What follows belongs to an exercise in optimizing a design on an open flow for small area; a production flow would make more cautious choices.
Only simulation tests tie the RTL to the original design; equivalence was not proved.
No activity file was given, so power comes from the tool's default toggle rates.

==> flow/design.v <==
package y86_pkg;
    localparam logic [3:0] IHALT   = 4'h0;
    localparam logic [3:0] INOP    = 4'h1;
    localparam logic [3:0] IRRMOVQ = 4'h2;
    localparam logic [3:0] IIRMOVQ = 4'h3;
    localparam logic [3:0] IRMMOVQ = 4'h4;
    localparam logic [3:0] IMRMOVQ = 4'h5;
    localparam logic [3:0] IOPQ    = 4'h6;
    localparam logic [3:0] IJXX    = 4'h7;
    localparam logic [3:0] ICALL   = 4'h8;
    localparam logic [3:0] IRET    = 4'h9;
    localparam logic [3:0] IPUSHQ  = 4'hA;
    localparam logic [3:0] IPOPQ   = 4'hB;
    localparam logic [3:0] RNONE = 4'hF;
    localparam logic [3:0] RRSP  = 4'h4;
    typedef enum logic [2:0] {
        SAOK = 3'd1,
        SHLT = 3'd2,
        SADR = 3'd3,
        SINS = 3'd4
    } stat_t;
    typedef enum logic {
        S_RUN  = 1'b0,
        S_STOP = 1'b1
    } state_t;
endpackage
import y86_pkg::*;
module y86_rf_wbit
(
    input  logic i_sel_m,    
    input  logic i_sel_e,    
    input  logic i_wr,       
    input  logic i_m,
    input  logic i_e,
    input  logic i_qn,       
    output logic o_dn        
);
    logic w_keep;
    y86_nor2    u_keep (.i_a(i_wr), .i_b(i_qn), .o_y(w_keep));
    y86_aoi221  u_next (.i_a1(i_sel_m), .i_a2(i_m), .i_b1(i_sel_e), .i_b2(i_e), .i_c(w_keep), .o_y(o_dn));
endmodule
module y86_nor2 (input logic i_a, input logic i_b, output logic o_y);
    assign o_y = !(i_a | i_b);
endmodule
module y86_aoi221
(
    input  logic i_a1, i_a2, i_b1, i_b2, i_c,
    output logic o_y
);
    assign o_y = !((i_a1 & i_a2) | (i_b1 & i_b2) | i_c);
endmodule
module y86_rf_rbit
(
    input  logic [14:0] i_sel_n,
    input  logic [14:0] i_dn,
    output logic        o_q
);
    assign o_q = !(&(i_sel_n | i_dn));
endmodule
module y86_regfile
(
    input  logic        clk,
    input  logic        rst,
    input  logic        i_we,
    input  logic [3:0]  i_dst_e,
    input  logic [3:0]  i_dst_m,
    input  logic [63:0] i_val_e,
    input  logic [63:0] i_val_m,
    input  logic [3:0]  i_src_a,
    input  logic [3:0]  i_src_b,
    output logic [63:0] o_val_a,
    output logic [63:0] o_val_b
);
    logic [63:0] r_regs_n [15];
    logic [63:0] w_next_n [15];
    logic [14:0] w_sel_m, w_sel_e, w_wr, w_rd_a_n, w_rd_b_n;
    generate
        for (genvar gi = 0; gi < 15; gi++) begin : g_reg
            assign w_sel_m[gi]  = !rst && i_we && (i_dst_m == 4'(gi));
            assign w_sel_e[gi]  = !rst && i_we && (i_dst_e == 4'(gi)) && (i_dst_m != 4'(gi));
            assign w_wr[gi]     = rst || (i_we && (i_dst_m == 4'(gi) || i_dst_e == 4'(gi)));
            assign w_rd_a_n[gi] = (i_src_a != 4'(gi));
            assign w_rd_b_n[gi] = (i_src_b != 4'(gi));
            for (genvar gb = 0; gb < 64; gb++) begin : g_bit
                y86_rf_wbit u_wbit (
                    .i_sel_m (w_sel_m[gi]),
                    .i_sel_e (w_sel_e[gi]),
                    .i_wr    (w_wr[gi]),
                    .i_m     (i_val_m[gb]),
                    .i_e     (i_val_e[gb]),
                    .i_qn    (r_regs_n[gi][gb]),
                    .o_dn    (w_next_n[gi][gb])
                );
            end
            always_ff @(posedge clk) r_regs_n[gi] <= w_next_n[gi];
        end
        for (genvar gb = 0; gb < 64; gb++) begin : g_rd
            logic [14:0] w_col_n;
            for (genvar gi = 0; gi < 15; gi++) begin : g_col
                assign w_col_n[gi] = r_regs_n[gi][gb];
            end
            y86_rf_rbit u_rd_a (.i_sel_n(w_rd_a_n), .i_dn(w_col_n), .o_q(o_val_a[gb]));
            y86_rf_rbit u_rd_b (.i_sel_n(w_rd_b_n), .i_dn(w_col_n), .o_q(o_val_b[gb]));
        end
    endgenerate
endmodule
import y86_pkg::*;
module y86_pc_bit
(
    input  logic i_sel_c,
    input  logic i_sel_m,
    input  logic i_sel_p,
    input  logic i_hold,
    input  logic i_c,
    input  logic i_m,
    input  logic i_p,
    input  logic i_q,
    output logic o_d
);
    assign o_d = (i_sel_c & i_c) | (i_sel_m & i_m) | (i_sel_p & i_p) | (i_hold & i_q);
endmodule
module writeback_pc_update
#(
    parameter logic [63:0] RESET_PC = 64'd0,
    parameter int          CNT_W    = 16
) (
    input  logic                 clk,
    input  logic                 rst,
    input  logic                 en,
    input  logic [3:0]           icode,
    input  logic                 cnd,
    input  logic                 instr_valid,
    input  logic                 imem_error,
    input  logic                 dmem_error,
    input  logic [3:0]           dstE,
    input  logic [3:0]           dstM,
    input  logic [63:0]          valE,
    input  logic [63:0]          valM,
    input  logic [63:0]          valC,
    input  logic [63:0]          valP,
    input  logic [3:0]           srcA,
    input  logic [3:0]           srcB,
    output logic [63:0]          valA,
    output logic [63:0]          valB,
    output logic [63:0]          pc,
    output logic [2:0]           stat,
    output logic                 halted,
    output logic [CNT_W-1:0]     cycle_count,
    output logic [CNT_W-1:0]     retire_count
);
    function automatic logic [2:0] classify(input logic imem_err, input logic dmem_err,
                                       input logic instr_valid, input logic [3:0] icode);
        if (imem_err || dmem_err)  classify = SADR;
        else if (!instr_valid)     classify = SINS;
        else if (icode == IHALT)   classify = SHLT;
        else                       classify = SAOK;
    endfunction
    logic             r_state;
    logic [2:0]       r_stat;
    logic [63:0]      r_pc;
    logic [CNT_W-1:0] r_cycle, r_retire;
    logic [2:0]       w_new_stat;
    logic             w_step, w_aok, w_we;
    logic             w_sel_c, w_sel_m, w_sel_p, w_sel_hold;
    assign w_new_stat = classify(imem_error, dmem_error, instr_valid, icode);
    assign w_step     = en && (r_state == S_RUN);
    assign w_aok      = (w_new_stat == SAOK);
    assign w_we       = w_step && w_aok;
    assign w_sel_c    = !rst && w_we && (icode == ICALL || (icode == IJXX && cnd));
    assign w_sel_m    = !rst && w_we && (icode == IRET);
    assign w_sel_p    = !rst && w_we && !(icode == ICALL || (icode == IJXX && cnd)) && (icode != IRET);
    assign w_sel_hold = !rst && !w_we;
    logic [63:0] w_pc_next;
    for (genvar gb = 0; gb < 64; gb++) begin : g_pc
        y86_pc_bit u_pc_bit (
            .i_sel_c (w_sel_c), .i_sel_m (w_sel_m), .i_sel_p (w_sel_p), .i_hold (w_sel_hold),
            .i_c (valC[gb]), .i_m (valM[gb]), .i_p (valP[gb]), .i_q (r_pc[gb]),
            .o_d (w_pc_next[gb])
        );
    end
    always_ff @(posedge clk) begin
        r_pc <= w_pc_next;
        if (rst) begin
            r_state  <= S_RUN;
            r_stat   <= SAOK;
            r_cycle  <= '0;
            r_retire <= '0;
        end else if (w_step) begin
            if (r_cycle != '1)
                r_cycle <= r_cycle + 1'b1;
            if (w_aok) begin
                if (r_retire != '1)
                    r_retire <= r_retire + 1'b1;
            end else begin
                r_stat  <= w_new_stat;
                r_state <= S_STOP;
            end
        end
    end
    y86_regfile u_regfile (
        .clk     (clk),
        .rst     (rst),
        .i_we    (w_we),
        .i_dst_e (dstE),
        .i_dst_m (dstM),
        .i_val_e (valE),
        .i_val_m (valM),
        .i_src_a (srcA),
        .i_src_b (srcB),
        .o_val_a (valA),
        .o_val_b (valB)
    );
    assign pc           = r_pc;
    assign stat         = r_stat;
    assign halted       = (r_state == S_STOP);
    assign cycle_count  = r_cycle;
    assign retire_count = r_retire;
endmodule
==> flow/flow/run.sh <==
#!/bin/bash
# Standard ORFS layout with three changes:
#  - after synthesis, every combinational cell is swapped to the smallest
#    cell of the same function (flow/downsize.tcl); placement's repair
#    then sizes up or buffers what needs more drive,
#  - ports are buffered with buf_1 instead of the default buffer cell,
#  - CTS inserts no dummy loads and clusters up to 24 sinks per leaf buffer.
set -e
cp standard.sh standard_sh_copy.log
export BUFFER_PORTS_ARGS="-buffer_cell sky130_fd_sc_hd__buf_1"
export CTS_ARGS="-sink_clustering_enable -repair_clock_nets -dont_use_dummy_load -buf_list sky130_fd_sc_hd__clkbuf_16 -sink_clustering_size 24 -sink_clustering_max_diameter 80"
bash standard.sh synth > standard_synth.log 2>&1
openroad -no_init -exit flow/downsize.tcl > downsize.log 2>&1
bash standard.sh finish > standard_finish.log 2>&1
==> flow/flow/downsize.tcl <==
# Swap every combinational cell of the synthesized netlist to the smallest
# cell of the same function (same name but for the drive-strength suffix).
# Flip-flops, latches, tie, tap and fill cells are left alone. Placement's
# repair_design later resizes or buffers whatever needs more drive.
set f orfs/results/sky130hd/writeback_pc_update/base/1_synth.odb
read_db $f
set db [ord::get_db]
set block [ord::get_db_block]
foreach lib [$db getLibs] {
  foreach m [$lib getMasters] {
    if {[regexp {^(sky130_fd_sc_hd__.+)_([0-9]+)$} [$m getName] -> base sz]} {
      lappend var($base) $m
    }
  }
}
set count 0
foreach inst [$block getInsts] {
  set m [$inst getMaster]
  set n [$m getName]
  if {![regexp {^(sky130_fd_sc_hd__.+)_([0-9]+)$} $n -> base sz]} { continue }
  if {[regexp {__(df|edf|sdf|sedf|dl|conb|tap|fill|decap|diode|lpflow|probe)} $n]} { continue }
  set best $m
  foreach c $var($base) {
    if {[$c getWidth] < [$best getWidth]} { set best $c }
  }
  if {$best ne $m} {
    puts "swap [$inst getName] $n -> [$best getName]"
    $inst swapMaster $best
    incr count
  }
}
puts "downsized $count instances"
write_db $f
==> flow/standard.sh <==
#!/bin/bash
# synth_recipe.tcl (not shown) runs the flow's synth.tcl, then flattens the netlist and writes it again
# the make line also repeats each setting of config.mk as NAME=value (left out here)
make -C /OpenROAD-flow-scripts/flow DESIGN_CONFIG=/design/flow/config.mk WORK_HOME=/design/flow/orfs CLKGATE_MAP_FILE= SYNTH_SCRIPT=/design/flow/synth_recipe.tcl "${@:-finish}"
==> flow/config.mk <==
export PLATFORM = sky130hd
export DESIGN_NAME = writeback_pc_update
export DESIGN_NICKNAME = writeback_pc_update
export VERILOG_FILES = /design/flow/design.v
export SDC_FILE = /design/flow/constraint.sdc
export NUM_CORES = 4
export LEC_CHECK = 0
export CAP_MARGIN = 20
export CORE_MARGIN = 2
export CORE_UTILIZATION = 55
export PLACE_DENSITY = 0.65
export SLEW_MARGIN = 20
export SYNTH_HIERARCHICAL = 1
==> flow/constraint.sdc <==
create_clock -name core_clock -period 8.0 [get_ports {clk}]
set_input_delay 1.6000 -clock core_clock [delete_from_list [all_inputs] [get_ports {clk}]]
set_output_delay 1.6000 -clock core_clock [all_outputs]
set_load 0.01 [all_outputs]
==> reports/qor.csv, run 1 <==
metric,value,unit
status,timing/DRC/antenna clean,
globalRoute.busiestLayer,met2,
reported_leakage_power,15.60,nW
drc,0,
post-cts-setup-buffers,0,
design.final.nets,5853,
critical_path.top_delay_family,simple AND/OR/NAND/NOR gates,
final.setup_skew,0.07102,ns
die_h,288.6,um
tritoncts,done,
clk_pin_slew,0.05,ns
cts-resized-gates,0,
syn_to_final_growth,13.36,%
postRouteAntennaNets,0,
regToRegSetupSlack,2.94,ns
critical_path_required,6.40,ns
detailedRoute.firstPassIterationCount,9,
routedWlPerCell,34.17,um
clockRootBuffer,sky130_fd_sc_hd__clkbuf_16,
ff_latch_area,21220,um^2
core_area,80290,um^2
worstPathMaxFanout,48,
yosys_warnings,11,
final.period_utilization,81.19,%
worst-endpoint-arrival,4.90,ns
max_stage_delay,0.99,ns
setup-violations-final,0,
io-pin-count,511,
worst_ir_drop_vdd,0.0001619,V
drv_slew,0,
synthesis.nets,5205,
crit_type,input port to primary output,
clk_sink_count,1060,
starting_drc_count_in_detailed_routing,10270,
cp_cell_sequence,buf_1 -> nor2b_1 -> nand3_4 -> o22ai_1 -> nor4_1 -> nand2_1 -> buf_1,
global_route.usage.total,51.29,%
worst_pin_slew,1.339,ns
first_global_vias,49830,
clk_latency,0.67,ns
critical_path.most_common_cell,sky130_fd_sc_hd__buf_1,
fillers,7050,
synth.cell_area,44540,um^2
multi_input_comb_area,23800,um^2
grt.met3_usage,19.34,%
totalWireLength,227.1,mm
timing.max_slew.rel_slack,10.73,%
viasPerCell,8.203,
numCtsBuffers,52,
die_width,288.6,um
grt.met2_usage,73.09,%
initial_antenna_violation_count,21,
rows,104,
crit_path_end_kind,primary output,
met1_global_route_usage,65.28,%
detailedPlacementHpwl,115.0,mm
max_freq,0.1540,GHz
finalCriticalPeriod,6.495,ns
tns,0,ns
clk_path_buf_depth,3,
dp_worst_setup_slack,1.764,ns
worst-path-buf-inv,2,
post-route-worst-setup-slack,1.505,ns
synthesis.instances,4920,
initial_utilization,55.47,%
min_path_type,flip-flop to flip-flop,
hold_viol,0,
fraction_of_layout_cells_with_a_size_suffix_above_1,4.420,%
start_kind,input port,
first_pass_grt_wire_length,323.2,mm
powerDensity,177.4,nW/um^2
slowest_stage,sky130_fd_sc_hd__nand3_4,
cts_max_level,2,
io_buffers,510,
post_synth.cell_area_avg,9.052,um^2
grt_start_max_net_pins,65,
max_cap_viol_count,0,
cts_hold_buf,0,
gp_routability_congestion,0.9265,
rsz0062_at_grt,false,
floorplan.die_area,83270,um^2
grt-ovfl-total,0,
vias,54510,
-- stage by stage --
stage	total power [mW]	hold WS, ns	utilization (%)	instances	cell area (um^2)
after floorplan	5.631	0.4780	-	4920	44540
final	8.956	0.4548	62.89	6645	50490
after CTS	8.862	0.4582	62.77	6624	50400
after global routing	9.089	0.4746	62.86	6638	50470
after detailed placement	6.084	0.4474	61.15	6572	49100
after global placement	6.081	0.4521	61.14	6572	49090
-- path summary, 6_finish.rpt --
kind / from / to / depth (start not counted)
max: srcA[2] / valA[29] / 7
max reg2reg: r_state / u_regfile.r_regs_n[2][20] / 8
min: r_stat[1] / r_stat[1] / 2
min reg2reg: r_stat[1] / r_stat[1] / 2
-- cell usage in the layout (no fill, tap or decap), types with 19 or more instances in the layout --
cell type / instances
sky130_fd_sc_hd__o22ai_1: 907
sky130_fd_sc_hd__a21oi_1: 27
sky130_fd_sc_hd__buf_1: 509
sky130_fd_sc_hd__dfxtp_1: 1060
sky130_fd_sc_hd__diode_2: 19
sky130_fd_sc_hd__nor3_2: 31
sky130_fd_sc_hd__buf_4: 101
sky130_fd_sc_hd__nor4_1: 258
sky130_fd_sc_hd__nand2_1: 210
sky130_fd_sc_hd__clkbuf_16: 52
sky130_fd_sc_hd__nor2_1: 1115
sky130_fd_sc_hd__a221oi_1: 960
sky130_fd_sc_hd__a22oi_1: 128
-- layout make-up --
| class | instances | share of cell area [%] |
|---|---|---|
| sequential | 1060 | 42.03 |
| clock buffer | 52 | 2.577 |
| antenna | 19 | 0.09417 |
| timing repair buffer | 616 | 5.477 |
| inverter | 7 | 0.05204 |
| tap | 1060 | 2.627 |
| multi-input combinational | 3831 | 47.14 |
-- worst reg2reg max path: stages, from the launching register on --
cell and delay [ns]:
sky130_fd_sc_hd__dfxtp_1 0.34, sky130_fd_sc_hd__nor4b_1 0.56, sky130_fd_sc_hd__nand2_1 0.47, sky130_fd_sc_hd__inv_1 0.80, sky130_fd_sc_hd__nand2b_1 0.76, sky130_fd_sc_hd__or2_1 0.53, sky130_fd_sc_hd__nor3_2 0.89, sky130_fd_sc_hd__buf_4 0.46
sky130_fd_sc_hd__a221oi_1 0.16
-- power by group --
part | total [mW] | internal [mW] | leakage [nW] | switching, mW
sequential | 5.32 | 5.30 | 8.58 | 0.0180
clock | 2.93 | 1.16 | 0.641 | 1.77
combinational | 0.710 | 0.109 | 6.37 | 0.601
-- routing by layer --
metal  share of wire [%]  vias to the layer above  routed length (um)
met1                  35                    25450               78410
li1                    -                    21970                   -
met2                  40                     5590               91540
met4                 7.7                       12               17590
met3                  17                     1481               39410
met5               0.052                        -                 117
-- flip-flops by register name, summed over array words and instances, names as in the netlist --
signal              flops
u_regfile.r_regs_n    960
r_cycle                16
r_stat                  3
r_state                 1
r_pc                   64
r_retire               16
==> run 2: changes to the inputs <==
==> flow/flow/run.sh (replaced) <==
#!/bin/bash
# Standard ORFS layout with three changes:
#  - ports are buffered with buf_1 instead of the default buffer cell,
#  - CTS inserts no dummy loads,
#  - after global routing, non-critical cells are downsized (recover_power).
set -e
cp standard.sh standard_sh_copy.log
export BUFFER_PORTS_ARGS="-buffer_cell sky130_fd_sc_hd__buf_1"
export CTS_ARGS="-sink_clustering_enable -repair_clock_nets -dont_use_dummy_load"
export RECOVER_POWER=100
bash standard.sh finish > standard_finish.log 2>&1
removed: flow/flow/downsize.tcl
==> run 2 against run 1 <==
The layout now fails its checks (capacitance limit, slew limit). Non-clock buffer count increased by 39. Synthesized area increased by 14%. Count of clock-buffer cells in the layout increased by 61. Sequential share of layout area decreased by 2.1 points. Via count decreased by 0.11%.
==> reports/qor.csv, run 2 <==
metric,value,unit,change
io-pin-count,511,,unchanged
clk_pin_slew,0.05,ns,about the same
critical_path.endpoint,valA[5],,
min_path_type,flip-flop to flip-flop,,
top_register,u_regfile.r_regs_n,,
max_stage_delay,1.80,ns,+0.81 ns
dp_worst_setup_slack,1.726,ns,-0.03794 ns
worst_ir_drop_vdd,0.0002130,V,+32%
vias,54450,,-0.11%
check.faults,"capacitance limit, slew limit",,
rows,111,,+6.7%
post_synth.cell_area_avg,10.29,um^2,+14%
regToRegSetupSlack,1.76,ns,-1.18 ns
totalWireLength,236.4,mm,+4.1%
cts_max_level,3,,+1
global_route.usage.total,46.99,%,-4.3 points
grt-ovfl-total,0,,unchanged
largest_register_ff_count,960,,unchanged
detailedRoute.firstPassIterationCount,7,,-2
synth_top_area_cell,sky130_fd_sc_hd__dfxtp_1,,
cp_cell_sequence,clkbuf_1 -> nor2b_1 -> nand3_2 -> buf_4 -> o22ai_1 -> nor4_1 -> nand2_1 -> buf_1,,
postSynthRegisterBits,1060,,
status,finished with violations,,
reg2reg_from,r_state,,
floorplan.die_area,94470,um^2,+13%
postSynth.topFlopCell,sky130_fd_sc_hd__dfxtp_1,,
finalCriticalPeriod,7.385,ns,+0.8897 ns
postRouteAntennaNets,0,,unchanged
worstPathMaxFanout,49,,+2.1%
first_pass_grt_wire_length,336.9,mm,+4.2%
yosys_warnings,11,,unchanged
synthTopCellsByArea,"sky130_fd_sc_hd__dfxtp_1 42%, sky130_fd_sc_hd__a221oi_2 28%, sky130_fd_sc_hd__o22ai_1 11%",,
clk_path_buf_depth,3,,unchanged
layout_commonest_cell,sky130_fd_sc_hd__nor2_1,,
post-synth-top-count-cell,sky130_fd_sc_hd__nor2_1,,
viasPerCell,7.935,,-3.3%
starting_drc_count_in_detailed_routing,8686,,-15%
tritoncts,done,,
syn_to_final_growth,4.902,%,
ys_async_sr_fraction,0,%,
critical_path_required,6.40,ns,about the same
reg2regPathDepth,9,,+1
initial_antenna_violation_count,13,,-38%
die_h,307.4,um,+6.5%
timing.max_slew.rel_slack,-110.5,%,-120 points
rsz0062_at_grt,false,,
synth-seq-area-share,41.93,%,
fraction_of_layout_cells_with_a_size_suffix_above_1,7.872,%,+3.5 points
hold-worst-slack,0.4601,ns,+0.005351 ns
post-cts-setup-buffers,0,,unchanged
regToRegEndpoint,u_regfile.r_regs_n[5][62],,
yosys.cell_types.count,48,,
crit_type,input port to primary output,,
number_of_flops_mapped_to_enable_cells_by_yosys,0,,
synth_top_cells_by_count,"1116 x sky130_fd_sc_hd__nor2_1, 1060 x sky130_fd_sc_hd__dfxtp_1, 960 x sky130_fd_sc_hd__a221oi_2",,
synth.cell_area,50610,um^2,+14%
max_freq,0.1354,GHz,-12%
largest_registers,"u_regfile.r_regs_n x960, r_pc x64",,
final.setup_skew,0.07561,ns,+0.004588 ns
drc,0,,unchanged
first_global_vias,50740,,+1.8%
worst-endpoint-arrival,5.79,ns,+0.89 ns
synth_top_area_share,41.93,%,
io_buffers,510,,unchanged
grt_start_max_net_pins,65,,unchanged
core_area,91390,um^2,+14%
setup-violations-final,0,,unchanged
gp_routability_congestion,0.9036,,-2.5%
slowest_stage,sky130_fd_sc_hd__nand3_2,,
detailedPlacementHpwl,125.6,mm,+9.2%
drv_slew,1049,,+1049
powerDensity,200.4,nW/um^2,+13%
initial_utilization,55.38,%,-0.088 points
clockRootBuffer,sky130_fd_sc_hd__clkbuf_16,,
die_width,307.4,um,+6.5%
hold_path.startpoint,r_stat[1],,
cts-resized-gates,0,,unchanged
synthesis.instances,4920,,unchanged
max_cap_viol_count,28,,+28
cts_hold_buf,0,,unchanged
synthesis.nets,5205,,unchanged
design.final.nets,5953,,+1.7%
clk_latency,0.74,ns,+0.07 ns
layout_common_cells,"1116 x sky130_fd_sc_hd__nor2_1, 1060 x sky130_fd_sc_hd__dfxtp_1, 907 x sky130_fd_sc_hd__o22ai_1",,
post-route-worst-setup-slack,0.6149,ns,-0.8897 ns
post-route-cell-area,53090,um^2,+5.2%
hold_viol,0,,unchanged
final.period_utilization,92.31,%,+11 points
startpoint,srcA[1],,
routedWlPerCell,34.44,um,+0.79%
numCtsBuffers,113,,+120%
clk_sink_count,1060,,unchanged
reported_leakage_power,16.83,nW,+7.9%
crit_path_end_kind,primary output,,
placed_area,55800,um^2,+14%
worst_pin_slew,3.158,ns,+1.819 ns
start_kind,input port,,
-- run 2: power breakdown --
part           switching, mW  internal (mW)  leakage, nW
Clock                   2.12           2.45         1.39
Sequential            0.0183           5.30         8.58
Combinational          0.612          0.129         6.85
-- run 2: critical path: cells and delay by family --
kind	cells	cell delay (ns)
AND/OR/NAND/NOR	4	2.57
buffers and inverters	3	1.44
AO/OA/AOI/OAI	1	0.16
-- run 2: routing by layer --
metal	track usage (%)	vias to the layer above	wire length, um
met2	68.87	5115	97580
met3	14.73	1238	36800
met5	0.5168	-	94
met4	24.67	14	15350
li1	-	22170	-
met1	61.78	25920	86530
-- run 2: layout make-up --
class                           count  area (um^2)
Timing Repair Buffer              655         3166
Tap cell                         1186         1484
Antenna cell                       10        25.02
Sequential cell                  1060        21220
Clock buffer                      113         2828
Fill cell                        8688        38290
Inverter                            7        26.28
Multi-Input combinational cell   3831        24350
-- run 2: how the worst min path moves through the flow --
stage,depth (start not counted),endpoint
after CTS,2,r_stat[1]
after global routing,2,r_pc[61]
after detailed placement,2,r_stat[1]
after floorplan,2,r_stat[1]
final,2,r_stat[1]
after global placement,2,r_stat[1]
-- run 2: cells by family after synthesis --
group,Yosys count,share of synthesized area (%)
flops,1060,41.93
fa+ha+maj,2,0.04943
mux,6,0.1310
buf+inv,29,0.2423
compound gates,2076,42.64
simple gates,1747,15.02
-- run 2: per-module statistics from Yosys (local to each module, per instance), a selection --
module / cells inside / flops+latches / times used
y86_aoi221: 1 / 0 / 960
writeback_pc_update: 290 / 100 / 1
y86_pc_bit: 3 / 0 / 64
y86_regfile: 1110 / 960 / 1
y86_nor2: 1 / 0 / 960
y86_rf_rbit: 11 / 0 / 128
-- run 2: per-stage QoR --
stage	cells	util [%]	TNS [ns]	total power, mW
5_1_grt	6857	58.09	0	10.78
4_1_cts	6841	64.15	0	10.63
3_3_place_gp	6723	60.99	0	6.202
6_report	6862	58.10	0	10.64
2_1_floorplan	4920	-	-1859.26	5.658
3_5_place_dp	6728	61.06	0	6.212
==> run 3: changes to the inputs <==
--- a/flow/design.v
+++ b/flow/design.v
@@ -105,6 +105,21 @@
     endgenerate
 endmodule
 import y86_pkg::*;
+module y86_sat_inc
+(
+    input  logic         i_rst,
+    input  logic         i_inc,
+    input  logic [15:0]  i_q,
+    output logic [15:0]  o_d
+);
+    localparam int W = 16;
+    logic [W:0] w_carry;
+    assign w_carry[0] = i_inc && !(&i_q);
+    for (genvar gb = 0; gb < W; gb++) begin : g_bit
+        assign w_carry[gb+1] = w_carry[gb] & i_q[gb];
+        assign o_d[gb]       = !i_rst & (i_q[gb] ^ w_carry[gb]);
+    end
+endmodule
 module y86_pc_bit
 (
     input  logic i_sel_c,
@@ -155,15 +170,16 @@
         else if (icode == IHALT)   classify = SHLT;
         else                       classify = SAOK;
     endfunction
-    logic             r_state;
-    logic [2:0]       r_stat;
+    logic [1:0]       r_stat;
+    logic             w_halted;
     logic [63:0]      r_pc;
     logic [CNT_W-1:0] r_cycle, r_retire;
     logic [2:0]       w_new_stat;
     logic             w_step, w_aok, w_we;
     logic             w_sel_c, w_sel_m, w_sel_p, w_sel_hold;
     assign w_new_stat = classify(imem_error, dmem_error, instr_valid, icode);
-    assign w_step     = en && (r_state == S_RUN);
+    assign w_halted   = r_stat[1] || !r_stat[0];
+    assign w_step     = en && !w_halted;
     assign w_aok      = (w_new_stat == SAOK);
     assign w_we       = w_step && w_aok;
     assign w_sel_c    = !rst && w_we && (icode == ICALL || (icode == IJXX && cnd));
@@ -181,21 +197,21 @@
     always_ff @(posedge clk) begin
         r_pc <= w_pc_next;
         if (rst) begin
-            r_state  <= S_RUN;
-            r_stat   <= SAOK;
-            r_cycle  <= '0;
-            r_retire <= '0;
-        end else if (w_step) begin
-            if (r_cycle != '1)
-                r_cycle <= r_cycle + 1'b1;
-            if (w_aok) begin
-                if (r_retire != '1)
-                    r_retire <= r_retire + 1'b1;
-            end else begin
-                r_stat  <= w_new_stat;
-                r_state <= S_STOP;
-            end
+            r_stat   <= 2'b01;    
+        end else if (w_step && !w_aok) begin
+            r_stat  <= w_new_stat[1:0];
         end
+    end
+    logic [CNT_W-1:0] w_cycle_next, w_retire_next;
+    y86_sat_inc u_cycle_inc (
+        .i_rst (rst), .i_inc (w_step), .i_q (r_cycle), .o_d (w_cycle_next)
+    );
+    y86_sat_inc u_retire_inc (
+        .i_rst (rst), .i_inc (w_we), .i_q (r_retire), .o_d (w_retire_next)
+    );
+    always_ff @(posedge clk) begin
+        r_cycle  <= w_cycle_next;
+        r_retire <= w_retire_next;
     end
     y86_regfile u_regfile (
         .clk     (clk),
@@ -211,8 +227,8 @@
         .o_val_b (valB)
     );
     assign pc           = r_pc;
-    assign stat         = r_stat;
-    assign halted       = (r_state == S_STOP);
+    assign stat         = {!r_stat[1] && !r_stat[0], r_stat};
+    assign halted       = w_halted;
     assign cycle_count  = r_cycle;
     assign retire_count = r_retire;
 endmodule
==> flow/flow/run.sh (replaced) <==
#!/bin/bash
# Standard ORFS layout with three changes:
#  - after synthesis, every combinational cell is swapped to the smallest
#    cell of the same function (flow/downsize.tcl); placement's repair
#    then sizes up or buffers what needs more drive,
#  - ports are buffered with buf_1 instead of the default buffer cell,
#  - CTS inserts no dummy loads and clusters up to 24 sinks per leaf buffer.
set -e
cp standard.sh standard_sh_copy.log
export BUFFER_PORTS_ARGS="-buffer_cell sky130_fd_sc_hd__buf_1"
export CTS_ARGS="-sink_clustering_enable -repair_clock_nets -dont_use_dummy_load -buf_list sky130_fd_sc_hd__clkbuf_16 -sink_clustering_size 24 -sink_clustering_max_diameter 80"
bash standard.sh synth > standard_synth.log 2>&1
openroad -no_init -exit flow/downsize.tcl > downsize.log 2>&1
bash standard.sh finish > standard_finish.log 2>&1
==> flow/flow/downsize.tcl (new file) <==
# Swap every combinational cell of the synthesized netlist to the smallest
# cell of the same function (same name but for the drive-strength suffix).
# Flip-flops, latches, tie, tap and fill cells are left alone. Placement's
# repair_design later resizes or buffers whatever needs more drive.
set f orfs/results/sky130hd/writeback_pc_update/base/1_synth.odb
read_db $f
set db [ord::get_db]
set block [ord::get_db_block]
foreach lib [$db getLibs] {
  foreach m [$lib getMasters] {
    if {[regexp {^(sky130_fd_sc_hd__.+)_([0-9]+)$} [$m getName] -> base sz]} {
      lappend var($base) $m
    }
  }
}
set count 0
foreach inst [$block getInsts] {
  set m [$inst getMaster]
  set n [$m getName]
  if {![regexp {^(sky130_fd_sc_hd__.+)_([0-9]+)$} $n -> base sz]} { continue }
  if {[regexp {__(df|edf|sdf|sedf|dl|conb|tap|fill|decap|diode|lpflow|probe)} $n]} { continue }
  set best $m
  foreach c $var($base) {
    if {[$c getWidth] < [$best getWidth]} { set best $c }
  }
  if {$best ne $m} {
    puts "swap [$inst getName] $n -> [$best getName]"
    $inst swapMaster $best
    incr count
  }
}
puts "downsized $count instances"
write_db $f
==> run 3 against run 2 <==
Now clean on timing, DRC and antenna. Power fell by 16%. Die area shrank 13%. Clock power down 36%. Combinational power decreased by 4.2%. Critical path depth unchanged. Synthesized cell count fell by 1.9%. Final cell count fell by 4.6%. Count of clock-buffer cells in the layout decreased by 61. Sequential cell count fell by 2. Critical endpoint is now valA[62].
==> reports/qor.csv, run 3 <==
metric,value,unit,change
status,timing/DRC/antenna clean,,
max_cap_viol_count,0,,-100%
crit_path_end_kind,primary output,,
vias,53620,,-1.5%
postRouteAntennaNets,0,,unchanged
worst_ir_drop_vdd,0.0001700,V,-20%
floorplan.die_area,82570,um^2,-13%
detailedPlacementHpwl,114.1,mm,-9.2%
grt_start_max_net_pins,65,,unchanged
start_kind,input port,,
yosys_warnings,11,,unchanged
regToRegSetupSlack,3.61,ns,+1.85 ns
largest_registers,"u_regfile.r_regs_n x960, r_pc x64",,
tns,0,ns,unchanged
tritoncts,done,,
io_buffers,510,,unchanged
finalCriticalPeriod,6.547,ns,-0.8386 ns
final.setup_skew,0.03579,ns,-0.03982 ns
post-cts-setup-buffers,0,,unchanged
io-pin-count,511,,unchanged
hold-worst-slack,0.4755,ns,+0.01537 ns
fraction_of_layout_cells_with_a_size_suffix_above_1,4.430,%,-3.4 points
post_synth.cell_area_avg,9.146,um^2,-11%
setup-violations-final,0,,unchanged
total_power,8.954,mW,-16%
fillers,6940,,-20%
hold_path.startpoint,r_pc[52],,
clk_latency,0.66,ns,-0.08 ns
hold_path_depth,2,,unchanged
initial_utilization,55.71,%,+0.33 points
viasPerCell,8.194,,+3.3%
drv_slew,0,,-100%
startpoint,srcA[2],,
top_register,u_regfile.r_regs_n,,
layout_commonest_cell,sky130_fd_sc_hd__nor2_1,,
numCtsBuffers,52,,-54%
crit_type,input port to primary output,,
clk_path_buf_depth,3,,unchanged
synth.cell_area,44160,um^2,-13%
initial_antenna_violation_count,11,,-2
clockRootBuffer,sky130_fd_sc_hd__clkbuf_16,,
regToRegEndpoint,r_retire[15],,
min_path_type,flip-flop to flip-flop,,
design.final.nets,5800,,-2.6%
cts_max_level,2,,-1
ff_latch_area,21180,um^2,-0.19%
timing.max_slew.rel_slack,12.35,%,+120 points
reg2regPathDepth,21,,+12
max_freq,0.1528,GHz,+13%
multi_input_comb_area,23500,um^2,-3.5%
cts-resized-gates,0,,unchanged
layout_common_cells,"1111 x sky130_fd_sc_hd__nor2_1, 1058 x sky130_fd_sc_hd__dfxtp_1, 960 x sky130_fd_sc_hd__a221oi_1",,
reported_leakage_power,15.80,nW,-6.1%
rsz0062_at_grt,false,,
worst-endpoint-arrival,4.95,ns,-0.84 ns
grt-ovfl-total,0,,unchanged
syn_to_final_growth,13.45,%,
clk_pin_slew,0.09,ns,+0.04 ns
routedWlPerCell,34.26,um,-0.54%
hold_viol,0,,unchanged
rows,103,,-7.2%
first_global_vias,48620,,-4.2%
synthesis.instances,4828,,-1.9%
die_width,287.4,um,-6.5%
powerDensity,178.7,nW/um^2,-11%
die_h,287.4,um,-6.5%
hold-path-endpoint,r_pc[52],,
global_route.usage.total,50.76,%,+3.8 points
critical_path_required,6.40,ns,about the same
largest_register_ff_count,960,,unchanged
gp_routability_congestion,0.9214,,+2.0%
totalWireLength,224.2,mm,-5.2%
cts_hold_buf,0,,unchanged
starting_drc_count_in_detailed_routing,10390,,+20%
worst_pin_slew,1.315,ns,-1.843 ns
final.period_utilization,81.83,%,-10 points
worstPathMaxFanout,44,,-10%
drc,0,,unchanged
clk_sink_count,1058,,-0.19%
core_area,79260,um^2,-13%
detailedRoute.firstPassIterationCount,14,,+7
first_pass_grt_wire_length,317.8,mm,-5.7%
synthesis.nets,5141,,-1.2%
reg2reg_from,r_stat[1],,
-- run 3: metrics by stage --
stage	worst slack (ns)	cell area, um^2	instances	utilization (%)
after floorplan	0.4002	44160	4828	-
after global placement	1.828	48750	6482	61.51
after detailed placement	1.809	48750	6482	61.51
after CTS	1.796	50050	6534	63.15
after global routing	1.556	50090	6539	63.19
final	1.453	50100	6544	63.21
-- run 3: routing by layer --
| layer | up-vias | routed length, um | track usage (%) | share of wire (%) |
|---|---|---|---|---|
| met4 | 9 | 16600 | 27.10 | 7.4 |
| met1 | 24930 | 79430 | 66.11 | 35 |
| met5 | - | 191 | 0.1163 | 0.085 |
| met3 | 1467 | 39870 | 20.76 | 18 |
| li1 | 21560 | - | - | - |
| met2 | 5649 | 88080 | 71.32 | 39 |
-- run 3: report_power, final --
| part | switching, mW | leakage, nW | internal (mW) |
|---|---|---|---|
| sequential | 0.0186 | 8.57 | 5.29 |
| clock | 1.78 | 0.641 | 1.16 |
| combinational | 0.598 | 6.60 | 0.112 |
| total | 2.39 | 15.8 | 6.56 |
-- run 3: how the worst max path moves through the flow --
stage | depth (start not counted) | endpoint
global route | 8 | valA[62]
global placement | 8 | valA[62]
detailed placement | 8 | valA[62]
CTS | 8 | valA[62]
floorplan | 5 | r_pc[0]
finish | 8 | valA[62]
-- run 3: final cells by class --
cell class              instances  share of cell area, %
multi-input cells            3753                  46.91
flip-flops and latches       1058                  42.28
repair buffers                620                  5.529
well taps                    1050                  2.622
clock buffers                  52                  2.597
diodes                          9                0.04496
inverters                       2                0.01499
-- run 3: critical path, stage by stage --
cell	delay, ns
sky130_fd_sc_hd__buf_1	0.34
sky130_fd_sc_hd__nor2b_1	0.67
sky130_fd_sc_hd__nand3_4	0.96
sky130_fd_sc_hd__buf_4	0.62
sky130_fd_sc_hd__o22ai_1	0.22
sky130_fd_sc_hd__nor4_1	0.08
sky130_fd_sc_hd__nand2_1	0.22
sky130_fd_sc_hd__buf_1	0.20
==> run 4: changes to the inputs <==
--- a/flow/config.mk
+++ b/flow/config.mk
@@ -5,9 +5,9 @@
 export SDC_FILE = /design/flow/constraint.sdc
 export NUM_CORES = 4
 export LEC_CHECK = 0
-export CAP_MARGIN = 20
+export CAP_MARGIN = 10
 export CORE_MARGIN = 2
 export CORE_UTILIZATION = 55
 export PLACE_DENSITY = 0.65
-export SLEW_MARGIN = 20
+export SLEW_MARGIN = 10
 export SYNTH_HIERARCHICAL = 1
==> run 4 against run 3 <==
Synthesized area unchanged. Final cell count about the same. Sequential share of layout area is essentially flat. Wire length about the same. Sequential power about the same. Maximum frequency about the same. Clock skew up 0.0035 ns. Sequential cell count stayed put. Critical path type unchanged. Critical endpoint unchanged. Largest cell class unchanged.
==> reports/qor.csv, run 4 <==
metric,value,unit,change
grt_start_max_net_pins,65,,unchanged
critical_path_required,6.40,ns,about the same
max_cap_viol_count,0,,unchanged
routedWlPerCell,34.23,um,about the same
status,timing/DRC/antenna clean,,
min_path_type,flip-flop to flip-flop,,
cp_cell_sequence,buf_1 -> nor2b_1 -> nand3_4 -> buf_4 -> o22ai_1 -> nor4_1 -> nand2_1 -> buf_1,,
die_h,287.4,um,unchanged
core_area,79260,um^2,unchanged
slowest_stage,sky130_fd_sc_hd__nand3_4,,
postRouteAntennaNets,0,,unchanged
floorplan.die_area,82570,um^2,unchanged
layout_common_cells,"1111 x sky130_fd_sc_hd__nor2_1, 1058 x sky130_fd_sc_hd__dfxtp_1, 960 x sky130_fd_sc_hd__a221oi_1",,
worstPathMaxFanout,44,,unchanged
global_route.usage.total,50.76,%,unchanged
detailedRoute.firstPassIterationCount,11,,-3
die_width,287.4,um,unchanged
post-route-cell-area,50080,um^2,about the same
placed_area,48750,um^2,unchanged
worst_pin_slew,1.339,ns,+0.02397 ns
dp_worst_setup_slack,1.809,ns,unchanged
drv_slew,0,,unchanged
crit_path_end_kind,primary output,,
p_sw_share,26.70,%,-0.030 points
fraction_of_layout_cells_with_a_size_suffix_above_1,4.413,%,-0.017 points
p_int,6.559,mW,about the same
cts_max_level,2,,unchanged
starting_drc_count_in_detailed_routing,10280,,-0.98%
wl_met2,88.62,mm,+0.62%
largest_registers,"u_regfile.r_regs_n x960, r_pc x64",,
critical_path.most_common_cell,sky130_fd_sc_hd__buf_1,,
detailedPlacementHpwl,114.1,mm,unchanged
top_register,u_regfile.r_regs_n,,
grt-ovfl-total,0,,unchanged
powerDensity,178.7,nW/um^2,about the same
power_spent_charging_and_discharging_nets,2.389,mW,-0.17%
vias,53380,,-0.45%
synth.cell_area,44160,um^2,unchanged
synthesis.instances,4828,,unchanged
first_pass_grt_wire_length,317.8,mm,unchanged
drc,0,,unchanged
io_buffers,510,,unchanged
hold_viol,0,,unchanged
logic_gate_share_of_total_power,7.9,%,about the same
initial_antenna_violation_count,11,,unchanged
crit_type,input port to primary output,,
synthesis.nets,5141,,unchanged
clk_pin_slew,0.08,ns,about the same
clk_sink_count,1058,,unchanged
io-pin-count,511,,unchanged
first_global_vias,48620,,unchanged
viasPerCell,8.153,,-0.50%
cts-resized-gates,0,,unchanged
clk_path_buf_depth,3,,unchanged
rsz0062_at_grt,false,,
clockRootBuffer,sky130_fd_sc_hd__clkbuf_16,,
timing.max_slew.rel_slack,10.75,%,-1.6 points
gp_routability_congestion,0.9214,,unchanged
clk_latency,0.66,ns,about the same
route.met3.wl,40.75,mm,+2.2%
worst-endpoint-arrival,4.95,ns,about the same
max_freq,0.1528,GHz,about the same
rows,103,,unchanged
reported_leakage_power,15.79,nW,about the same
post-route-worst-setup-slack,1.454,ns,+0.0004900 ns
layout_commonest_cell,sky130_fd_sc_hd__nor2_1,,
p_clk_share,32.8,%,about the same
tritoncts,done,,
worst_ir_drop_vdd,0.0001692,V,-0.50%
final.period_utilization,81.83,%,about the same
post_synth.cell_area_avg,9.146,um^2,unchanged
syn_to_final_growth,13.42,%,about the same
largest_register_ff_count,960,,unchanged
cts_hold_buf,0,,unchanged
m1WireLength,78.96,mm,-0.59%
finalCriticalPeriod,6.546,ns,-0.0004900 ns
initial_utilization,55.71,%,unchanged
totalWireLength,224.1,mm,about the same
final.setup_skew,0.03930,ns,+0.003508 ns
post-route-util,63.19,%,about the same
max_stage_delay,0.96,ns,about the same
seq_power_share,59.3,%,about the same
fillers,6940,,unchanged
top_layer,met5,,
design.final.nets,5799,,-0.017%
total_power,8.949,mW,about the same
yosys_warnings,11,,unchanged
post-cts-setup-buffers,0,,unchanged
tns,0,ns,unchanged
setup-violations-final,0,,unchanged
numCtsBuffers,52,,unchanged
start_kind,input port,,
[run 4: final timing paths]
| check | to | depth (start not counted) | from | slack [ns] |
|---|---|---|---|---|
| max | valA[62] | 8 | srcA[2] | 1.45 |
| min reg2reg | r_pc[3] | 2 | r_pc[3] | 0.47 |
| min | r_pc[3] | 2 | r_pc[3] | 0.47 |
| max reg2reg | r_retire[15] | 21 | r_stat[1] | 3.60 |
[run 4: per-stage QoR]
step / hold slack (ns) / instances
finish: 0.4712 / 6547
floorplan: 0.4888 / 4828
detailed placement: 0.4551 / 6482
global placement: 0.4518 / 6482
CTS: 0.4754 / 6534
global route: 0.4963 / 6538
[run 4: critical path, delay by kind of cell]
family | cells | cell delay, ns
AOI/OAI and AO/OA | 1 | 0.22
buffers and inverters | 3 | 1.15
and+or+nand+nor | 4 | 1.94
[run 4: routing by layer]
metal | vias to the layer above | track usage, %
met5 | - | 0.1163
met4 | 10 | 27.10
met3 | 1327 | 20.76
met2 | 5585 | 71.32
met1 | 24870 | 66.11
li1 | 21580 | -
[run 4: cell type report]
cell class              instances  area (um^2)  share of cell area [%]
clock buffers                  52         1301                   2.598
inverters                       2        7.507                 0.01499
diodes                         13        32.53                 0.06495
flip-flops and latches       1058        21180                   42.29
multi-input cells            3753        23500                   46.93
well taps                    1050         1314                   2.623
repair buffers                619         2746                   5.484
[run 4: power by group through the flow]
stage	Sequential [mW]	Combinational [mW]	Clock [mW]
6_report	5.31	0.708	2.93
5_1_grt	5.31	0.691	3.08
4_1_cts	5.31	0.644	2.89
3_5_place_dp	5.43	0.643	0
3_3_place_gp	5.43	0.640	0
2_1_floorplan	5.43	0.192	0
==> run 5: changes to the inputs <==
--- a/flow/design.v
+++ b/flow/design.v
@@ -55,7 +55,38 @@
     input  logic [14:0] i_dn,
     output logic        o_q
 );
-    assign o_q = !(&(i_sel_n | i_dn));
+    logic [6:0] w_pair;    
+    logic       w_lo_n, w_hi_n;
+    for (genvar gk = 0; gk < 7; gk++) begin : g_pair
+        y86_oai22 u_pair (
+            .i_a1 (i_sel_n[2*gk]),   .i_a2 (i_dn[2*gk]),
+            .i_b1 (i_sel_n[2*gk+1]), .i_b2 (i_dn[2*gk+1]),
+            .o_y  (w_pair[gk])
+        );
+    end
+    y86_nor4  u_lo (.i_a(w_pair[0]), .i_b(w_pair[1]), .i_c(w_pair[2]), .i_d(w_pair[3]), .o_y(w_lo_n));
+    y86_nor3  u_hi (.i_a(w_pair[4]), .i_b(w_pair[5]), .i_c(w_pair[6]), .o_y(w_hi_n));
+    y86_oai211 u_out (.i_a1(i_sel_n[14]), .i_a2(i_dn[14]), .i_b(w_lo_n), .i_c(w_hi_n), .o_y(o_q));
+endmodule
+module y86_oai22
+(
+    input  logic i_a1, i_a2, i_b1, i_b2,
+    output logic o_y
+);
+    assign o_y = !((i_a1 | i_a2) & (i_b1 | i_b2));
+endmodule
+module y86_oai211
+(
+    input  logic i_a1, i_a2, i_b, i_c,
+    output logic o_y
+);
+    assign o_y = !((i_a1 | i_a2) & i_b & i_c);
+endmodule
+module y86_nor4 (input logic i_a, i_b, i_c, i_d, output logic o_y);
+    assign o_y = !(i_a | i_b | i_c | i_d);
+endmodule
+module y86_nor3 (input logic i_a, i_b, i_c, output logic o_y);
+    assign o_y = !(i_a | i_b | i_c);
 endmodule
 module y86_regfile
 (
@@ -132,7 +163,21 @@
     input  logic i_q,
     output logic o_d
 );
-    assign o_d = (i_sel_c & i_c) | (i_sel_m & i_m) | (i_sel_p & i_p) | (i_hold & i_q);
+    logic w_new_n, w_keep_n;
+    y86_aoi222 u_new (.i_a1(i_sel_c), .i_a2(i_c), .i_b1(i_sel_m), .i_b2(i_m),
+                      .i_c1(i_sel_p), .i_c2(i_p), .o_y(w_new_n));
+    y86_nand2  u_keep (.i_a(i_hold), .i_b(i_q), .o_y(w_keep_n));
+    y86_nand2  u_out  (.i_a(w_new_n), .i_b(w_keep_n), .o_y(o_d));
+endmodule
+module y86_aoi222
+(
+    input  logic i_a1, i_a2, i_b1, i_b2, i_c1, i_c2,
+    output logic o_y
+);
+    assign o_y = !((i_a1 & i_a2) | (i_b1 & i_b2) | (i_c1 & i_c2));
+endmodule
+module y86_nand2 (input logic i_a, input logic i_b, output logic o_y);
+    assign o_y = !(i_a & i_b);
 endmodule
 module writeback_pc_update
 #(
--- a/flow/config.mk
+++ b/flow/config.mk
@@ -5,9 +5,9 @@
 export SDC_FILE = /design/flow/constraint.sdc
 export NUM_CORES = 4
 export LEC_CHECK = 0
-export CAP_MARGIN = 10
+export CAP_MARGIN = 20
 export CORE_MARGIN = 2
 export CORE_UTILIZATION = 55
 export PLACE_DENSITY = 0.65
-export SLEW_MARGIN = 10
+export SLEW_MARGIN = 20
 export SYNTH_HIERARCHICAL = 1
==> run 5 against run 4 <==
Still clean on timing, DRC and antenna. Count of clock-buffer cells in the layout down 1. Synthesized area down 0.54%. Critical path depth unchanged. Sequential cell count unchanged. Die area down 0.54%. Clock skew down 0.0079 ns. Sequential power about the same. Critical path type unchanged.
==> reports/qor.csv, run 5 <==
metric,value,unit,change
core_area,79000,um^2,-0.33%
max_stage_delay,0.69,ns,-0.27 ns
p_int,6.542,mW,-0.27%
ff_latch_area,21180,um^2,unchanged
min_path_type,flip-flop to flip-flop,,
detailedRoute.firstPassIterationCount,12,,+1
worst-endpoint-arrival,4.89,ns,-0.06 ns
grt-ovfl-total,0,,unchanged
crit_path_end_kind,primary output,,
dp_worst_setup_slack,1.832,ns,+0.02356 ns
setup-violations-final,0,,unchanged
global_route.usage.total,51.69,%,+0.93 points
first_pass_grt_wire_length,320.9,mm,+0.99%
post-route-worst-setup-slack,1.511,ns,+0.05741 ns
largest_register_ff_count,960,,unchanged
p_clk_share,32.4,%,-0.4 points
post_synth.cell_area_avg,9.344,um^2,+2.2%
powerDensity,178.7,nW/um^2,about the same
max_cap_viol_count,0,,unchanged
vias,53720,,+0.64%
synthesis.instances,4700,,-2.7%
final.setup_skew,0.03142,ns,-0.007881 ns
io_buffers,510,,unchanged
io-pin-count,511,,unchanged
largest_registers,"u_regfile.r_regs_n x960, r_pc x64",,
clk_latency,0.67,ns,about the same
post_route_insts_no_fill,6427,,-1.8%
final.period_utilization,81.11,%,-0.72 points
die_h,286.6,um,-0.27%
synth.cell_area,43920,um^2,-0.54%
reported_leakage_power,14.97,nW,-5.2%
initial_antenna_violation_count,6,,-5
first_global_vias,49210,,+1.2%
worst_ir_drop_vdd,0.0001812,V,+7.1%
post-cts-setup-buffers,0,,unchanged
tns,0,ns,unchanged
drv_slew,0,,unchanged
top_register,u_regfile.r_regs_n,,
gp_routability_congestion,0.9283,,+0.75%
critical_path_required,6.40,ns,about the same
clk_sink_count,1058,,unchanged
rsz0062_at_grt,false,,
fillers,6962,,+0.32%
worst_pin_slew,1.327,ns,-0.01176 ns
initial_utilization,55.59,%,-0.12 points
placedCellCount,6359,,-1.9%
syn_to_final_growth,13.63,%,
grt_start_max_net_pins,65,,unchanged
seq_power_share,59.5,%,+0.2 points
layout_common_cells,"1058 x sky130_fd_sc_hd__dfxtp_1, 983 x sky130_fd_sc_hd__nor2_1, 960 x sky130_fd_sc_hd__a221oi_1",,
p_sw_share,26.63,%,-0.069 points
synthesis.nets,5013,,-2.5%
rows,103,,unchanged
tritoncts,done,,
totalWireLength,226.9,mm,+1.3%
detailedPlacementHpwl,116.2,mm,+1.9%
clockRootBuffer,sky130_fd_sc_hd__clkbuf_16,,
layout_commonest_cell,sky130_fd_sc_hd__dfxtp_1,,
die_width,286.6,um,-0.27%
yosys_warnings,11,,unchanged
hold_viol,0,,unchanged
finalCriticalPeriod,6.489,ns,-0.05741 ns
start_kind,input port,,
viasPerCell,8.358,,+2.5%
cts_hold_buf,0,,unchanged
clk_pin_slew,0.08,ns,about the same
floorplan.die_area,82130,um^2,-0.54%
max_freq,0.1541,GHz,+0.89%
design.final.nets,5676,,-2.1%
fraction_of_layout_cells_with_a_size_suffix_above_1,4.607,%,+0.19 points
status,timing/DRC/antenna clean,,
critical_path.most_common_cell,sky130_fd_sc_hd__buf_1,,
postRouteAntennaNets,0,,unchanged
cts_max_level,2,,unchanged
logic_gate_share_of_total_power,8.0,%,about the same
power_spent_charging_and_discharging_nets,2.374,mW,-0.62%
timing.max_slew.rel_slack,11.54,%,+0.78 points
starting_drc_count_in_detailed_routing,11880,,+15%
slowest_stage,sky130_fd_sc_hd__nor2b_1,,
multi_input_comb_area,23260,um^2,-1.0%
routedWlPerCell,35.31,um,+3.2%
cp_cell_sequence,buf_1 -> nor2b_1 -> nand3_4 -> buf_4 -> o22ai_1 -> nor3_1 -> o211ai_1 -> buf_1,,
worstPathMaxFanout,41,,-6.8%
clk_path_buf_depth,3,,unchanged
drc,0,,unchanged
cts-resized-gates,0,,unchanged
numCtsBuffers,51,,-1.9%
crit_type,input port to primary output,,
-- run 5: layout make-up --
class	instances	share of cell area, %
Inverter	2	0.01504
Tap cell	1050	2.633
Multi-Input combinational cell	3625	46.61
Clock buffer	51	2.557
Sequential cell	1058	42.44
Antenna cell	16	0.08023
Timing Repair Buffer	625	5.659
-- run 5: critical path: cells and delay by family --
kind,cells,cell delay (ns)
compound gates,2,0.59
buf+inv,3,1.21
simple gates,3,1.42
-- run 5: metrics by stage --
| step | power, mW | hold WS, ns | area (um^2) | utilization, % |
|---|---|---|---|---|
| after CTS | 8.814 | 0.4389 | 49840 | 63.08 |
| after detailed placement | 6.079 | 0.4275 | 48560 | 61.47 |
| after global placement | 6.076 | 0.4223 | 48540 | 61.44 |
| after global routing | 9.043 | 0.4533 | 49870 | 63.13 |
| after floorplan | 5.620 | 0.4625 | 43920 | - |
| final | 8.916 | 0.4381 | 49900 | 63.17 |
-- run 5: worst paths after layout --
path / depth (start not counted) / to / slack, ns / start
max: 8 / valA[53] / 1.51 / srcA[0]
min: 2 / r_pc[30] / 0.44 / r_pc[30]
max reg2reg: 9 / u_regfile.r_regs_n[4][45] / 3.50 / r_stat[1]
min reg2reg: 2 / r_pc[30] / 0.44 / r_pc[30]
-- run 5: per-layer routing --
| metal | share of wire (%) | wire (um) | global-route usage, % | vias to the layer above |
|---|---|---|---|---|
| li1 | - | - | - | 21320 |
| met1 | 34 | 78150 | 65.53 | 25070 |
| met2 | 40 | 90780 | 73.04 | 5844 |
| met3 | 18 | 39730 | 19.03 | 1484 |
| met4 | 8.0 | 18260 | 35.03 | 0 |
| met5 | 0 | 0 | 0.1744 | - |
-- run 5: power groups by stage --
stage	logic (mW)	registers [mW]	clock network, mW
floorplan	0.191	5.43	0
global placement	0.648	5.43	0
detailed placement	0.651	5.43	0
CTS	0.652	5.31	2.86
global route	0.700	5.31	3.03
finish	0.717	5.31	2.89
==> run 6: changes to the inputs <==
==> flow/config.mk (replaced) <==
export PLATFORM = sky130hd
export DESIGN_NAME = writeback_pc_update
export DESIGN_NICKNAME = writeback_pc_update
export VERILOG_FILES = /design/flow/design.v
export SDC_FILE = /design/flow/constraint.sdc
export NUM_CORES = 4
export LEC_CHECK = 0
export CAP_MARGIN = 10
export CORE_MARGIN = 2
export CORE_UTILIZATION = 60
export PLACE_DENSITY = 0.68
export SLEW_MARGIN = 10
export SYNTH_HIERARCHICAL = 1
==> run 6 against run 5 <==
Sequential share of layout area is 0.21 points higher. Clock power hardly changed. Register-to-register slack better by 0.02 ns. Critical path depth stayed put. First-iteration DRC count is 13% higher. Wire length is 3.0% lower. Hold slack hardly changed. Maximum frequency is 2.3% lower. Synthesized cell count stayed put. Critical endpoint is now valA[22].
==> reports/qor.csv, run 6 <==
metric,value,unit,change
clockRootBuffer,sky130_fd_sc_hd__clkbuf_16,,
critical_path_required,6.40,ns,about the same
start_kind,input port,,
powerDensity,179.6,nW/um^2,+0.53%
first_global_vias,49340,,+0.26%
post-cts-setup-buffers,0,,unchanged
yosys_warnings,11,,unchanged
synthesis.nets,5013,,unchanged
fillers,6098,,-12%
rsz0062_at_grt,false,,
clk_sink_count,1058,,unchanged
layout_commonest_cell,sky130_fd_sc_hd__dfxtp_1,,
hold-worst-slack,0.4378,ns,-0.0003450 ns
p_sw_share,26.71,%,+0.081 points
global_route.usage.total,55.01,%,+3.3 points
final.period_utilization,83.00,%,+1.9 points
numCtsBuffers,51,,unchanged
worst_ir_drop_vdd,0.0002056,V,+14%
initial_antenna_violation_count,13,,+7
syn_to_final_growth,13.06,%,
grt_start_max_net_pins,65,,unchanged
post_synth.cell_area_avg,9.344,um^2,unchanged
synthesis.instances,4700,,unchanged
tns,0,ns,unchanged
totalWireLength,220.2,mm,-3.0%
drc,0,,unchanged
max_cap_viol_count,0,,unchanged
io-pin-count,511,,unchanged
top_register,u_regfile.r_regs_n,,
power_spent_charging_and_discharging_nets,2.382,mW,+0.33%
vias,54400,,+1.3%
layout_common_cells,"1058 x sky130_fd_sc_hd__dfxtp_1, 983 x sky130_fd_sc_hd__nor2_1, 960 x sky130_fd_sc_hd__a221oi_1",,
total_power,8.919,mW,about the same
starting_drc_count_in_detailed_routing,13380,,+13%
detailedPlacementHpwl,109.4,mm,-5.9%
seq_power_share,59.5,%,about the same
worst-endpoint-arrival,5.04,ns,+0.15 ns
cts_hold_buf,0,,unchanged
cts-resized-gates,0,,unchanged
initial_utilization,60.40,%,+4.8 points
io_buffers,510,,unchanged
worst_pin_slew,1.431,ns,+0.1038 ns
routedWlPerCell,34.84,um,-1.3%
finalCriticalPeriod,6.640,ns,+0.1514 ns
worstPathMaxFanout,49,,+20%
grt-ovfl-total,0,,unchanged
synth.cell_area,43920,um^2,unchanged
gp_routability_congestion,0.9397,,+1.2%
status,timing/DRC/antenna clean,,
first_pass_grt_wire_length,315.0,mm,-1.8%
rows,99,,-3.9%
design.final.nets,5665,,-0.19%
largest_registers,"u_regfile.r_regs_n x960, r_pc x64",,
hold_viol,0,,unchanged
detailedRoute.firstPassIterationCount,14,,+2
timing.max_slew.rel_slack,4.617,%,-6.9 points
drv_slew,0,,unchanged
fraction_of_layout_cells_with_a_size_suffix_above_1,4.411,%,-0.20 points
p_int,6.536,mW,about the same
reported_leakage_power,14.90,nW,-0.45%
setup-violations-final,0,,unchanged
cts_max_level,2,,unchanged
largest_register_ff_count,960,,unchanged
post-route-util,68.29,%,+5.1 points
final.setup_skew,0.04693,ns,+0.01551 ns
viasPerCell,8.605,,+3.0%
floorplan.die_area,75380,um^2,-8.2%
min_path_type,flip-flop to flip-flop,,
die_width,274.5,um,-4.2%
crit_type,input port to primary output,,
postRouteAntennaNets,0,,unchanged
p_clk_share,32.6,%,+0.2 points
die_h,274.5,um,-4.2%
crit_path_end_kind,primary output,,
core_area,72710,um^2,-8.0%
logic_gate_share_of_total_power,7.9,%,about the same
clk_pin_slew,0.10,ns,+0.02 ns
tritoncts,done,,
clk_path_buf_depth,3,,unchanged
max_freq,0.1506,GHz,-2.3%
clk_latency,0.70,ns,+0.03 ns
run 6: path summary, 6_finish.rpt:
path	startpoint	endpoint	slack (ns)	depth (start not counted)
hold / removal	r_pc[8]	r_pc[8]	0.44	2
hold reg to reg	r_pc[8]	r_pc[8]	0.44	2
setup reg to reg	r_stat[0]	u_regfile.r_regs_n[4][34]	3.52	9
setup / recovery	srcA[0]	valA[22]	1.36	8
run 6: power groups by stage:
stage	combinational, mW	clock [mW]	sequential, mW
after floorplan	0.191	0	5.43
final	0.705	2.91	5.31
after global routing	0.686	3.04	5.31
after CTS	0.635	2.84	5.31
after detailed placement	0.635	0	5.43
after global placement	0.631	0	5.43
run 6: layout make-up:
class                      count  area [um^2]  area share, %
antenna                       12        30.03        0.06048
clock buffer                  51         1276          2.570
inverter                       2        7.507        0.01512
multi-input combinational   3625        23260          46.85
sequential                  1058        21180          42.66
tap                          959         1200          2.417
timing repair buffer         614         2696          5.430
run 6: per-stage QoR:
stage / worst slack (ns) / area [um^2] / cells
global placement: 1.768 / 48350 / 6258
floorplan: 0.4683 / 43920 / 4700
finish: 1.360 / 49650 / 6321
global route: 1.454 / 49630 / 6313
CTS: 1.688 / 49620 / 6309
detailed placement: 1.668 / 48350 / 6258
run 6: critical path, stage by stage:
cell and delay [ns]:
sky130_fd_sc_hd__buf_1 0.39, sky130_fd_sc_hd__nor2b_1 0.67, sky130_fd_sc_hd__nand3_4 1.14, sky130_fd_sc_hd__buf_4 0.65, sky130_fd_sc_hd__o22ai_1 0.15, sky130_fd_sc_hd__nor3_1 0.08
sky130_fd_sc_hd__o211ai_1 0.16, sky130_fd_sc_hd__buf_1 0.19
run 6: layer usage:
metal  up-vias  routed length (um)  global-route usage (%)
met5         -                 171                  0.3133
met4        16               18270                   33.77
met3      1750               42490                   25.93
met2      6217               85580                   75.81
met1     25100               73730                   69.22
li1      21310                   -                       -
==> run 7: changes to the inputs <==
==> flow/flow/run.sh (replaced) <==
#!/bin/bash
# Standard ORFS layout with three changes:
#  - after synthesis, every combinational cell is swapped to the smallest
#    cell of the same function (flow/downsize.tcl); placement's repair
#    then sizes up or buffers what needs more drive,
#  - ports are buffered with buf_1 instead of the default buffer cell,
#  - CTS inserts no dummy loads and clusters up to 28 sinks per leaf buffer.
set -e
cp standard.sh standard_sh_copy.log
export BUFFER_PORTS_ARGS="-buffer_cell sky130_fd_sc_hd__buf_1"
export CTS_ARGS="-sink_clustering_enable -repair_clock_nets -dont_use_dummy_load -buf_list sky130_fd_sc_hd__clkbuf_16 -sink_clustering_size 28 -sink_clustering_max_diameter 90"
bash standard.sh synth > standard_synth.log 2>&1
openroad -no_init -exit flow/downsize.tcl > downsize.log 2>&1
bash standard.sh finish > standard_finish.log 2>&1
--- a/flow/config.mk
+++ b/flow/config.mk
@@ -7,7 +7,7 @@
 export LEC_CHECK = 0
 export CAP_MARGIN = 10
 export CORE_MARGIN = 2
-export CORE_UTILIZATION = 60
-export PLACE_DENSITY = 0.68
+export CORE_UTILIZATION = 55
+export PLACE_DENSITY = 0.65
 export SLEW_MARGIN = 10
 export SYNTH_HIERARCHICAL = 1
==> run 7 against run 6 <==
Die area grew 9.0%. Maximum frequency grew 3.2%. Non-clock buffer count increased by 9. Largest cell class unchanged. Critical path type unchanged. Wire length rose by 3.2%. Synthesized area is the same. Global-route usage fell by 3.1 points. Critical endpoint is now valA[0].
==> reports/qor.csv, run 7 <==
metric,value,unit,change
status,timing/DRC/antenna clean,,
worst-endpoint-arrival,4.84,ns,-0.20 ns
postRouteAntennaNets,0,,unchanged
yosys_warnings,11,,unchanged
cts_max_level,2,,unchanged
post-cts-setup-buffers,0,,unchanged
crit_path_end_kind,primary output,,
cts_hold_buf,0,,unchanged
core_area,79000,um^2,+8.6%
worst_pin_slew,1.340,ns,-0.09119 ns
hold-path-endpoint,r_pc[16],,
first_global_vias,49340,,+0.010%
placed_area,48540,um^2,+0.40%
initial_antenna_violation_count,10,,-3
rsz0062_at_grt,false,,
clockRootBuffer,sky130_fd_sc_hd__clkbuf_16,,
totalWireLength,227.3,mm,+3.2%
io_buffers,510,,unchanged
tns,0,ns,unchanged
fillers,6957,,+14%
clk_latency,0.66,ns,-0.04 ns
drv_slew,0,,unchanged
design.final.nets,5668,,+0.053%
hold_viol,0,,unchanged
crit_type,input port to primary output,,
hold_path_depth,2,,unchanged
max_cap_viol_count,0,,unchanged
grt_start_max_net_pins,65,,unchanged
reported_leakage_power,14.87,nW,-0.19%
hold-worst-slack,0.4385,ns,+0.0006670 ns
syn_to_final_growth,13.14,%,about the same
worstPathMaxFanout,37,,-24%
first_pass_grt_wire_length,322.2,mm,+2.3%
clk_sink_count,1058,,unchanged
starting_drc_count_in_detailed_routing,11770,,-12%
max_freq,0.1554,GHz,+3.2%
io-pin-count,511,,unchanged
detailedPlacementHpwl,116.1,mm,+6.1%
initial_utilization,55.59,%,-4.8 points
layout_commonest_cell,sky130_fd_sc_hd__dfxtp_1,,
cts-resized-gates,0,,unchanged
synthesis.instances,4700,,unchanged
vias,53700,,-1.3%
grt-ovfl-total,0,,unchanged
rows,103,,+4.0%
layout_common_cells,"1058 x sky130_fd_sc_hd__dfxtp_1, 983 x sky130_fd_sc_hd__nor2_1, 960 x sky130_fd_sc_hd__a221oi_1",,
detailedRoute.firstPassIterationCount,13,,-1
clk_pin_slew,0.07,ns,-0.03 ns
post-route-util,62.89,%,-5.4 points
dp_worst_setup_slack,1.871,ns,+0.2026 ns
finalCriticalPeriod,6.435,ns,-0.2050 ns
post-route-worst-setup-slack,1.565,ns,+0.2050 ns
final.setup_skew,0.04422,ns,-0.002718 ns
die_width,286.6,um,+4.4%
min_path_type,flip-flop to flip-flop,,
reg2regPathDepth,9,,unchanged
powerDensity,176.7,nW/um^2,-1.6%
post_synth.cell_area_avg,9.344,um^2,unchanged
regToRegSetupSlack,3.56,ns,+0.04 ns
fraction_of_layout_cells_with_a_size_suffix_above_1,4.465,%,+0.054 points
floorplan.die_area,82130,um^2,+9.0%
regToRegEndpoint,u_regfile.r_regs_n[0][19],,
final.period_utilization,80.44,%,-2.6 points
reg2reg_from,r_stat[0],,
hold_path.startpoint,r_pc[16],,
synth.cell_area,43920,um^2,unchanged
drc,0,,unchanged
largest_register_ff_count,960,,unchanged
numCtsBuffers,45,,-12%
largest_registers,"u_regfile.r_regs_n x960, r_pc x64",,
placedCellCount,6358,,+1.6%
tritoncts,done,,
clk_path_buf_depth,3,,unchanged
worst_ir_drop_vdd,0.0001796,V,-13%
top_register,u_regfile.r_regs_n,,
synthesis.nets,5013,,unchanged
start_kind,input port,,
global_route.usage.total,51.96,%,-3.1 points
post-route-cell-area,49690,um^2,about the same
setup-violations-final,0,,unchanged
gp_routability_congestion,0.9283,,-1.2%
post_route_insts_no_fill,6411,,+1.4%
timing.max_slew.rel_slack,10.70,%,+6.1 points
critical_path_required,6.40,ns,about the same
die_h,286.6,um,+4.4%
routedWlPerCell,35.46,um,+1.8%
total_power,8.781,mW,-1.5%
viasPerCell,8.377,,-2.7%
==> run 7: worst max path at each step <==
stage	depth (start not counted)	slack, ns	startpoint	endpoint
floorplan	5	0.47	en	r_pc[0]
global placement	8	1.94	srcA[0]	valA[53]
detailed placement	8	1.87	srcA[0]	valA[53]
CTS	8	1.87	srcA[0]	valA[53]
global route	8	1.62	srcB[1]	valB[2]
finish	8	1.56	srcA[1]	valA[0]
==> run 7: final cells by class <==
type,count,area (um^2),share of cell area (%)
Clock buffer,45,1126,2.266
Inverter,2,7.507,0.01511
Sequential cell,1058,21180,42.63
Antenna cell,8,20.02,0.04029
Tap cell,1050,1314,2.644
Multi-Input combinational cell,3625,23260,46.82
Timing Repair Buffer,623,2776,5.588
==> run 7: critical path, cell delays in order <==
cell and delay [ns]:
sky130_fd_sc_hd__buf_1 0.37, sky130_fd_sc_hd__nor2b_1 0.31, sky130_fd_sc_hd__nand2_4 0.67, sky130_fd_sc_hd__buf_4 0.65, sky130_fd_sc_hd__o22ai_1 0.14, sky130_fd_sc_hd__nor4_1 0.58, sky130_fd_sc_hd__o211ai_1 0.29, sky130_fd_sc_hd__buf_1 0.20
==> run 7: per-layer routing <==
| metal | vias up | GRT usage, % | routed length, um |
|---|---|---|---|
| li1 | 21300 | - | - |
| met1 | 25030 | 65.70 | 77890 |
| met2 | 5858 | 73.06 | 90530 |
| met3 | 1516 | 19.84 | 39910 |
| met4 | 4 | 35.34 | 18970 |
| met5 | - | 0 | 18 |
==> run 7: where the power goes <==
| group | leakage, nW | internal, mW | switching (mW) |
|---|---|---|---|
| combinational | 5.75 | 0.112 | 0.603 |
| sequential | 8.57 | 5.29 | 0.0188 |
| clock | 0.555 | 1.02 | 1.74 |

-- static timing again, ports no longer ideal --
In the flow no input, the clock included, has a driving cell. The finished layouts below were timed again as built, in two steps. Step 1: set_driving_cell puts a clkbuf_16 on clk and a buf_2 on each other input, an assumption about the parent block. Step 2, shift: input delay + t, output delay - t, t = (earliest + latest rising clock arrival at the registers) / 2. This alone moves slack from input paths to output paths. a / b / c = ideal / step 1 / step 2; a / b = the first two.
run | shift t [ns] | setup slack, ns | hold slack, ns
run 1 | 0.714 | 1.505 / 1.364 / 1.364 | 0.455 / 0.455 / 0.455
run 2 | 0.783 | 0.615 / 0.551 / 0.366 | 0.460 / 0.460 / 0.460
run 3 | 0.730 | 1.453 / 1.420 / 1.420 | 0.476 / 0.476 / 0.476
run 4 | 0.730 | 1.454 / 1.420 / 1.420 | 0.471 / 0.471 / 0.471
run 5 | 0.724 | 1.511 / 1.483 / 1.483 | 0.438 / 0.438 / 0.438
run 6 | 0.744 | 1.360 / 1.315 / 1.315 | 0.438 / 0.438 / 0.438
run 7 | 0.715 | 1.565 / 1.528 / 1.528 | 0.438 / 0.438 / 0.438
The setup slack of run 2, which loses most, moves by -0.064 ns with the drivers and by -0.249 ns with both steps.
